Context: an optimization exercise on an open-source flow, tuned for small area, a short achievable clock period and few clock cycles per item. The choices shown serve that exercise and are no tape-out recipe.
In this exercise RTL edits were held to simulation tests only and were not proved equivalent to the original.

Setup of v6:
==> flow/design.v <==
package apb_crc_mc_pkg;
  localparam logic [4:0] OFF_CTRL   = 5'h00;
  localparam logic [4:0] OFF_POLY   = 5'h04;
  localparam logic [4:0] OFF_INIT   = 5'h08;
  localparam logic [4:0] OFF_XOROUT = 5'h0C;
  localparam logic [4:0] OFF_DATA   = 5'h10;
  localparam logic [4:0] OFF_RESULT = 5'h14;
  localparam logic [4:0] OFF_STATUS = 5'h18;
  function automatic logic [31:0] rev32(input logic [31:0] val);
    logic [31:0] r;
    for (int i = 0; i < 32; i++) begin
      r[i] = val[31-i];
    end
    rev32 = r;
  endfunction
  function automatic logic [15:0] pmul16(input logic [15:0] x, input logic [15:0] y);
    logic [15:0] r;
    r = 16'd0;
    for (int i = 0; i < 16; i++) begin
      for (int j = 0; j < 16 - i; j++) begin
        r[i+j] = r[i+j] ^ (x[i] & y[j]);
      end
    end
    pmul16 = r;
  endfunction
  function automatic logic [15:0] qinv(input logic [31:0] poly);
    logic [15:0] a1, a2, a4, a8;
    a1 = 16'd0; a2 = 16'd0; a4 = 16'd0; a8 = 16'd0;
    a1[0] = 1'b1; a2[0] = 1'b1; a4[0] = 1'b1; a8[0] = 1'b1;
    for (int k = 1; k < 16; k++) begin
      a1[k] = poly[32-k];
      if (2*k < 16) a2[2*k] = poly[32-k];
      if (4*k < 16) a4[4*k] = poly[32-k];
      if (8*k < 16) a8[8*k] = poly[32-k];
    end
    qinv = pmul16(pmul16(a1, a2), pmul16(a4, a8));
  endfunction
  function automatic logic [15:0] lanes(input logic [7:0] b0, input logic [7:0] b1,
                                        input logic refin);
    logic [15:0] d;
    for (int t = 0; t < 8; t++) begin
      d[15-t] = refin ? b0[t] : b0[7-t];
      d[7-t]  = refin ? b1[t] : b1[7-t];
    end
    lanes = d;
  endfunction
  function automatic logic [31:0] crc_fold(input logic [31:0] crc, input logic [31:0] poly,
                                           input logic [15:0] q, input logic [15:0] d,
                                           input logic two);
    logic [15:0] e, f;
    logic [31:0] prod;
    logic [31:0] r;
    for (int t = 0; t < 8; t++) begin
      e[t]   = (d[15-t] ^ crc[31-t]) & two;
      e[t+8] = d[7-t] ^ (two ? crc[23-t] : crc[31-t]);
    end
    for (int t = 0; t < 16; t++) begin
      f[t] = e[t];
      for (int j = 0; j < t; j++) begin
        f[t] = f[t] ^ (q[t-j] & e[j]);
      end
    end
    for (int m = 0; m < 32; m++) begin
      prod[m] = 1'b0;
      for (int j = 0; j < 16; j++) begin
        if (m - 15 + j >= 0 && m - 15 + j < 32) prod[m] = prod[m] ^ (f[j] & poly[m-15+j]);
      end
    end
    for (int m = 0; m < 32; m++) begin
      if (two) r[m] = ((m >= 16) ? crc[(m+16)%32] : 1'b0) ^ prod[m];
      else     r[m] = ((m >= 8) ? crc[(m+24)%32] : 1'b0) ^ prod[m];
    end
    crc_fold = r;
  endfunction
endpackage
module apb_crc_mc #(
  parameter int DATA_WIDTH = 32,
  parameter int ADDR_WIDTH = 32,
  parameter int NUM_CH     = 4,
  parameter int CRC_WIDTH  = 32,
  parameter int FIFO_DEPTH = 4
) (
  input  logic                  clk,
  input  logic                  rstn,
  input  logic [ADDR_WIDTH-1:0] s_paddr,
  input  logic [DATA_WIDTH-1:0] s_pwdata,
  output logic [DATA_WIDTH-1:0] s_prdata,
  output logic                  s_pslverr,
  input  logic                  s_pwrite,
  input  logic                  s_psel,
  input  logic                  s_penable,
  output logic                  s_pready,
  input  logic [3:0]            s_pstrb
);
  logic [31:0] poly_q   [0:3];
  logic [31:0] init_q   [0:3];
  logic [31:0] xorout_q [0:3];
  logic        rot_r;
  logic [31:0] crc_r    [0:3];
  logic        refin_r  [0:3];
  logic        refout_r [0:3];
  logic        setup_s, ch_ok_s, err_s, is_res_s;
  logic [1:0]  ch_s;
  logic [4:0]  off_s;
  logic [31:0] rd_s, res_s;
  logic [1:0]  pos_s;
  logic [31:0] poly_s, init_s, xorout_s;
  assign setup_s  = s_psel & ~s_penable;
  assign ch_s     = s_paddr[6:5];
  assign off_s    = s_paddr[4:0];
  assign ch_ok_s  = ~s_paddr[7];
  assign is_res_s = (off_s == apb_crc_mc_pkg::OFF_RESULT);
  assign pos_s    = {ch_s[1], ch_s[0] ^ rot_r};
  assign poly_s   = poly_q[pos_s];
  assign init_s   = init_q[pos_s];
  assign xorout_s = xorout_q[pos_s];
  always_comb begin
    case (off_s)
      apb_crc_mc_pkg::OFF_CTRL, apb_crc_mc_pkg::OFF_POLY, apb_crc_mc_pkg::OFF_INIT,
      apb_crc_mc_pkg::OFF_XOROUT, apb_crc_mc_pkg::OFF_DATA:
        err_s = ~ch_ok_s;
      apb_crc_mc_pkg::OFF_RESULT, apb_crc_mc_pkg::OFF_STATUS:
        err_s = ~ch_ok_s | s_pwrite;
      default:
        err_s = 1'b1;
    endcase
  end
  logic [31:0] wb_r, crc_s;
  logic [1:0]  wb_ch;
  logic        wb_v;
  assign crc_s = (wb_v && wb_ch == ch_s) ? wb_r : crc_r[ch_s];
  assign res_s = (refout_r[ch_s] ? apb_crc_mc_pkg::rev32(crc_s) : crc_s) ^ xorout_s;
  always_comb begin
    rd_s = 32'd0;
    if (!err_s) begin
      case (off_s)
        apb_crc_mc_pkg::OFF_CTRL:   rd_s = {29'd0, refout_r[ch_s], refin_r[ch_s], 1'b0};
        apb_crc_mc_pkg::OFF_POLY:   rd_s = poly_s;
        apb_crc_mc_pkg::OFF_INIT:   rd_s = init_s;
        apb_crc_mc_pkg::OFF_XOROUT: rd_s = xorout_s;
        apb_crc_mc_pkg::OFF_RESULT: rd_s = res_s;
        default:                    rd_s = 32'd0;
      endcase
    end
  end
  logic [3:0]  a_strb;
  logic [1:0]  a_ch;
  logic        a_ctrl, a_poly, a_init, a_xor, a_dat;
  always_ff @(posedge clk) begin
    a_strb <= s_pstrb;
    a_ch   <= ch_s;
    a_ctrl <= s_pwrite & ~err_s & (off_s == apb_crc_mc_pkg::OFF_CTRL);
    a_poly <= s_pwrite & ~err_s & (off_s == apb_crc_mc_pkg::OFF_POLY);
    a_init <= s_pwrite & ~err_s & (off_s == apb_crc_mc_pkg::OFF_INIT);
    a_xor  <= s_pwrite & ~err_s & (off_s == apb_crc_mc_pkg::OFF_XOROUT);
    a_dat  <= s_pwrite & ~err_s & (off_s == apb_crc_mc_pkg::OFF_DATA);
  end
  logic        acc_r, eng_go_r, eng_two_r, rdy_r, err_r;
  logic [15:0] eng_d_r, eng_q_r;
  logic [31:0] eng_c_r, eng_p_r;
  logic [31:0] eng_crc;
  logic [31:0] rdata_r;
  logic        wr_dat_s;
  logic [1:0]  ln_s;
  logic [15:0] ln_d_s;
  assign wr_dat_s = s_pwrite & ~err_s & (off_s == apb_crc_mc_pkg::OFF_DATA);
  assign ln_s     = acc_r ? s_pstrb[3:2] : s_pstrb[1:0];
  assign ln_d_s   = acc_r ? s_pwdata[31:16] : s_pwdata[15:0];
  always_ff @(posedge clk or negedge rstn) begin
    if (!rstn) begin
      acc_r    <= 1'b0;
      eng_go_r <= 1'b0;
      rdy_r    <= 1'b0;
    end else begin
      acc_r    <= setup_s;
      eng_go_r <= (setup_s | (acc_r & a_dat)) & wr_dat_s & (|ln_s);
      rdy_r    <= ~(setup_s & ~s_pwrite & is_res_s & eng_go_r & (ch_s == a_ch));
    end
  end
  always_ff @(posedge clk) begin
    rdata_r   <= rd_s;
    err_r     <= err_s;
    eng_two_r <= &ln_s;
    eng_q_r   <= apb_crc_mc_pkg::qinv(poly_s);
    eng_p_r   <= poly_s;
    eng_c_r   <= (eng_go_r && (acc_r || ch_s == a_ch)) ? eng_crc : crc_s;
    eng_d_r   <= apb_crc_mc_pkg::lanes(ln_d_s[7:0], ln_s[1] ? ln_d_s[15:8] : ln_d_s[7:0],
                                       refin_r[ch_s]);
  end
  assign s_prdata  = rdata_r;
  assign s_pslverr = err_r;
  assign s_pready  = rdy_r;
  assign eng_crc = apb_crc_mc_pkg::crc_fold(eng_c_r, eng_p_r, eng_q_r, eng_d_r, eng_two_r);
  logic [31:0] wd_s, wbd_s;
  logic        ld_init_crc_s;
  assign ld_init_crc_s = acc_r & a_ctrl & s_pwdata[0];
  always_ff @(posedge clk or negedge rstn) begin
    if (!rstn) wb_v <= 1'b0;
    else       wb_v <= eng_go_r | ld_init_crc_s;
  end
  always_ff @(posedge clk) begin
    wb_r  <= ld_init_crc_s ? init_s : eng_crc;
    wb_ch <= a_ch;
  end
  logic        ld_ctrl_s [0:3], ld_crc_s [0:3];
  logic        wr_poly_s, wr_init_s, wr_xor_s;
  assign wd_s = s_pwdata & {32{rstn}};
  assign wbd_s = wb_r & {32{rstn}};
  always_comb begin
    for (int c = 0; c < 4; c++) begin
      ld_ctrl_s[c] = ~rstn | (acc_r & a_ctrl & (a_ch == c));
      ld_crc_s[c]  = ~rstn | (wb_v & (wb_ch == c));
    end
  end
  always_ff @(posedge clk) begin
    for (int c = 0; c < 4; c++) begin
      if (ld_ctrl_s[c]) begin
        refin_r[c]  <= wd_s[1];
        refout_r[c] <= wd_s[2];
      end
      if (ld_crc_s[c])  crc_r[c]    <= wbd_s;
    end
  end
  assign wr_poly_s = s_psel & s_pwrite & ~err_s & (off_s == apb_crc_mc_pkg::OFF_POLY) & pos_s[0];
  assign wr_init_s = s_psel & s_pwrite & ~err_s & (off_s == apb_crc_mc_pkg::OFF_INIT) & pos_s[0];
  assign wr_xor_s  = s_psel & s_pwrite & ~err_s & (off_s == apb_crc_mc_pkg::OFF_XOROUT) & pos_s[0];
  always_ff @(posedge clk or negedge rstn) begin
    if (!rstn) rot_r <= 1'b0;
    else       rot_r <= ~rot_r;
  end
  always_ff @(posedge clk) begin
    poly_q[0]   <= (~rstn | (wr_poly_s & ~pos_s[1])) ? wd_s : poly_q[1];
    poly_q[1]   <= poly_q[0];
    poly_q[2]   <= (~rstn | (wr_poly_s & pos_s[1]))  ? wd_s : poly_q[3];
    poly_q[3]   <= poly_q[2];
    init_q[0]   <= (~rstn | (wr_init_s & ~pos_s[1])) ? wd_s : init_q[1];
    init_q[1]   <= init_q[0];
    init_q[2]   <= (~rstn | (wr_init_s & pos_s[1]))  ? wd_s : init_q[3];
    init_q[3]   <= init_q[2];
    xorout_q[0] <= (~rstn | (wr_xor_s & ~pos_s[1])) ? wd_s : xorout_q[1];
    xorout_q[1] <= xorout_q[0];
    xorout_q[2] <= (~rstn | (wr_xor_s & pos_s[1]))  ? wd_s : xorout_q[3];
    xorout_q[3] <= xorout_q[2];
  end
endmodule
==> flow/config.mk <==
export PLATFORM = sky130hd
export DESIGN_NAME = apb_crc_mc
export DESIGN_NICKNAME = apb_crc_mc
export VERILOG_FILES = /design/flow/design.v
export SDC_FILE = /design/flow/constraint.sdc
export NUM_CORES = 4
export LEC_CHECK = 0
export ABC_CLOCK_PERIOD_IN_PS = 3500
export CAP_MARGIN = 20
export CORE_MARGIN = 2
export CORE_UTILIZATION = 55
export CTS_BUF_LIST = sky130_fd_sc_hd__clkbuf_16
export CTS_CLUSTER_DIAMETER = 100
export CTS_CLUSTER_SIZE = 25
export SETUP_SLACK_MARGIN = 2.0
export SLEW_MARGIN = 20
==> flow/constraint.sdc <==
create_clock -name core_clock -period 6.0 [get_ports {clk}]
set_input_delay 1.2000 -clock core_clock [delete_from_list [all_inputs] [get_ports {clk}]]
set_output_delay 1.2000 -clock core_clock [all_outputs]
set_load 0.01 [all_outputs]
run.sh (not shown) runs the stock make flow with config.mk's settings and CLKGATE_MAP_FILE= SYNTH_SCRIPT=/design/flow/synth_recipe.tcl, a recipe that flattens the netlist after the stock synthesis.
Testbench counts of v6, summed over its fixed seeds: cycles 3,849, bytes 4,655.
[inputs] v7 vs v6
--- a/flow/design.v
+++ b/flow/design.v
@@ -125,11 +125,7 @@
         err_s = 1'b1;
     endcase
   end
-  logic [31:0] wb_r, crc_s;
-  logic [1:0]  wb_ch;
-  logic        wb_v;
-  assign crc_s = (wb_v && wb_ch == ch_s) ? wb_r : crc_r[ch_s];
-  assign res_s = (refout_r[ch_s] ? apb_crc_mc_pkg::rev32(crc_s) : crc_s) ^ xorout_s;
+  assign res_s = (refout_r[ch_s] ? apb_crc_mc_pkg::rev32(crc_r[ch_s]) : crc_r[ch_s]) ^ xorout_s;
   always_comb begin
     rd_s = 32'd0;
     if (!err_s) begin
@@ -183,7 +179,7 @@
     eng_two_r <= &ln_s;
     eng_q_r   <= apb_crc_mc_pkg::qinv(poly_s);
     eng_p_r   <= poly_s;
-    eng_c_r   <= (eng_go_r && (acc_r || ch_s == a_ch)) ? eng_crc : crc_s;
+    eng_c_r   <= (eng_go_r && (acc_r || ch_s == a_ch)) ? eng_crc : crc_r[ch_s];
     eng_d_r   <= apb_crc_mc_pkg::lanes(ln_d_s[7:0], ln_s[1] ? ln_d_s[15:8] : ln_d_s[7:0],
                                        refin_r[ch_s]);
   end
@@ -191,25 +187,15 @@
   assign s_pslverr = err_r;
   assign s_pready  = rdy_r;
   assign eng_crc = apb_crc_mc_pkg::crc_fold(eng_c_r, eng_p_r, eng_q_r, eng_d_r, eng_two_r);
-  logic [31:0] wd_s, wbd_s;
-  logic        ld_init_crc_s;
-  assign ld_init_crc_s = acc_r & a_ctrl & s_pwdata[0];
-  always_ff @(posedge clk or negedge rstn) begin
-    if (!rstn) wb_v <= 1'b0;
-    else       wb_v <= eng_go_r | ld_init_crc_s;
-  end
-  always_ff @(posedge clk) begin
-    wb_r  <= ld_init_crc_s ? init_s : eng_crc;
-    wb_ch <= a_ch;
-  end
+  logic [31:0] wd_s, crc_wr_s;
   logic        ld_ctrl_s [0:3], ld_crc_s [0:3];
   logic        wr_poly_s, wr_init_s, wr_xor_s;
   assign wd_s = s_pwdata & {32{rstn}};
-  assign wbd_s = wb_r & {32{rstn}};
+  assign crc_wr_s = ((acc_r & a_ctrl) ? init_s : eng_crc) & {32{rstn}};
   always_comb begin
     for (int c = 0; c < 4; c++) begin
       ld_ctrl_s[c] = ~rstn | (acc_r & a_ctrl & (a_ch == c));
-      ld_crc_s[c]  = ~rstn | (wb_v & (wb_ch == c));
+      ld_crc_s[c]  = ~rstn | (acc_r & a_ctrl & s_pwdata[0] & (a_ch == c)) | (eng_go_r & (a_ch == c));
     end
   end
   always_ff @(posedge clk) begin
@@ -218,7 +204,7 @@
         refin_r[c]  <= wd_s[1];
         refout_r[c] <= wd_s[2];
       end
-      if (ld_crc_s[c])  crc_r[c]    <= wbd_s;
+      if (ld_crc_s[c])  crc_r[c]    <= crc_wr_s;
     end
   end
   assign wr_poly_s = s_psel & s_pwrite & ~err_s & (off_s == apb_crc_mc_pkg::OFF_POLY) & pos_s[0];
==> comparison <==
v7 ran to completion and came out clean on the timing, design-rule and antenna checks. The worst hold slack was comparable across v6 and v7. Multi-input combinational gate total: v7 lower than v6. Fraction of the cycle the final worst path needs in v7 vs v6: up 0.84 points. Compared to v6, v7 has fewer flip-flops. Post-route cell area: v7 lower than v6.
Testbench counts of v7, summed over its fixed seeds: cycles 3,849, bytes 4,655.

afterwards: timing with drivers on the ports:
How much do the figures lean on ideal ports? The routed layouts below were timed once more, with nothing changed but the port constraints.
Step 1: set_driving_cell puts a clkbuf_16 on clk and a buf_2 on each other input, an assumption about the parent block.
Step 2 moves the port delays by t, midway between the first and last clock arrival at a register: inputs arrive t later, outputs are due t later. That takes back most of the time a late clock gives input paths.
Three values: ideal ports, drivers, drivers and shift; two values: the first two.
run	t (ns)	setup slack, ns	worst hold slack (ns)	clock arrival spread, ns
v6	0.651	2.106 / 2.106 / 1.613	0.343 / 0.343 / 0.343	0.042 / 0.042
v7	0.670	2.055 / 2.055 / 1.569	0.343 / 0.343 / 0.343	0.037 / 0.037
After both steps setup and hold are still met in every run listed. For v6, which loses most, drivers alone change the setup slack by 0.000 ns; drivers and shift together by -0.493 ns.
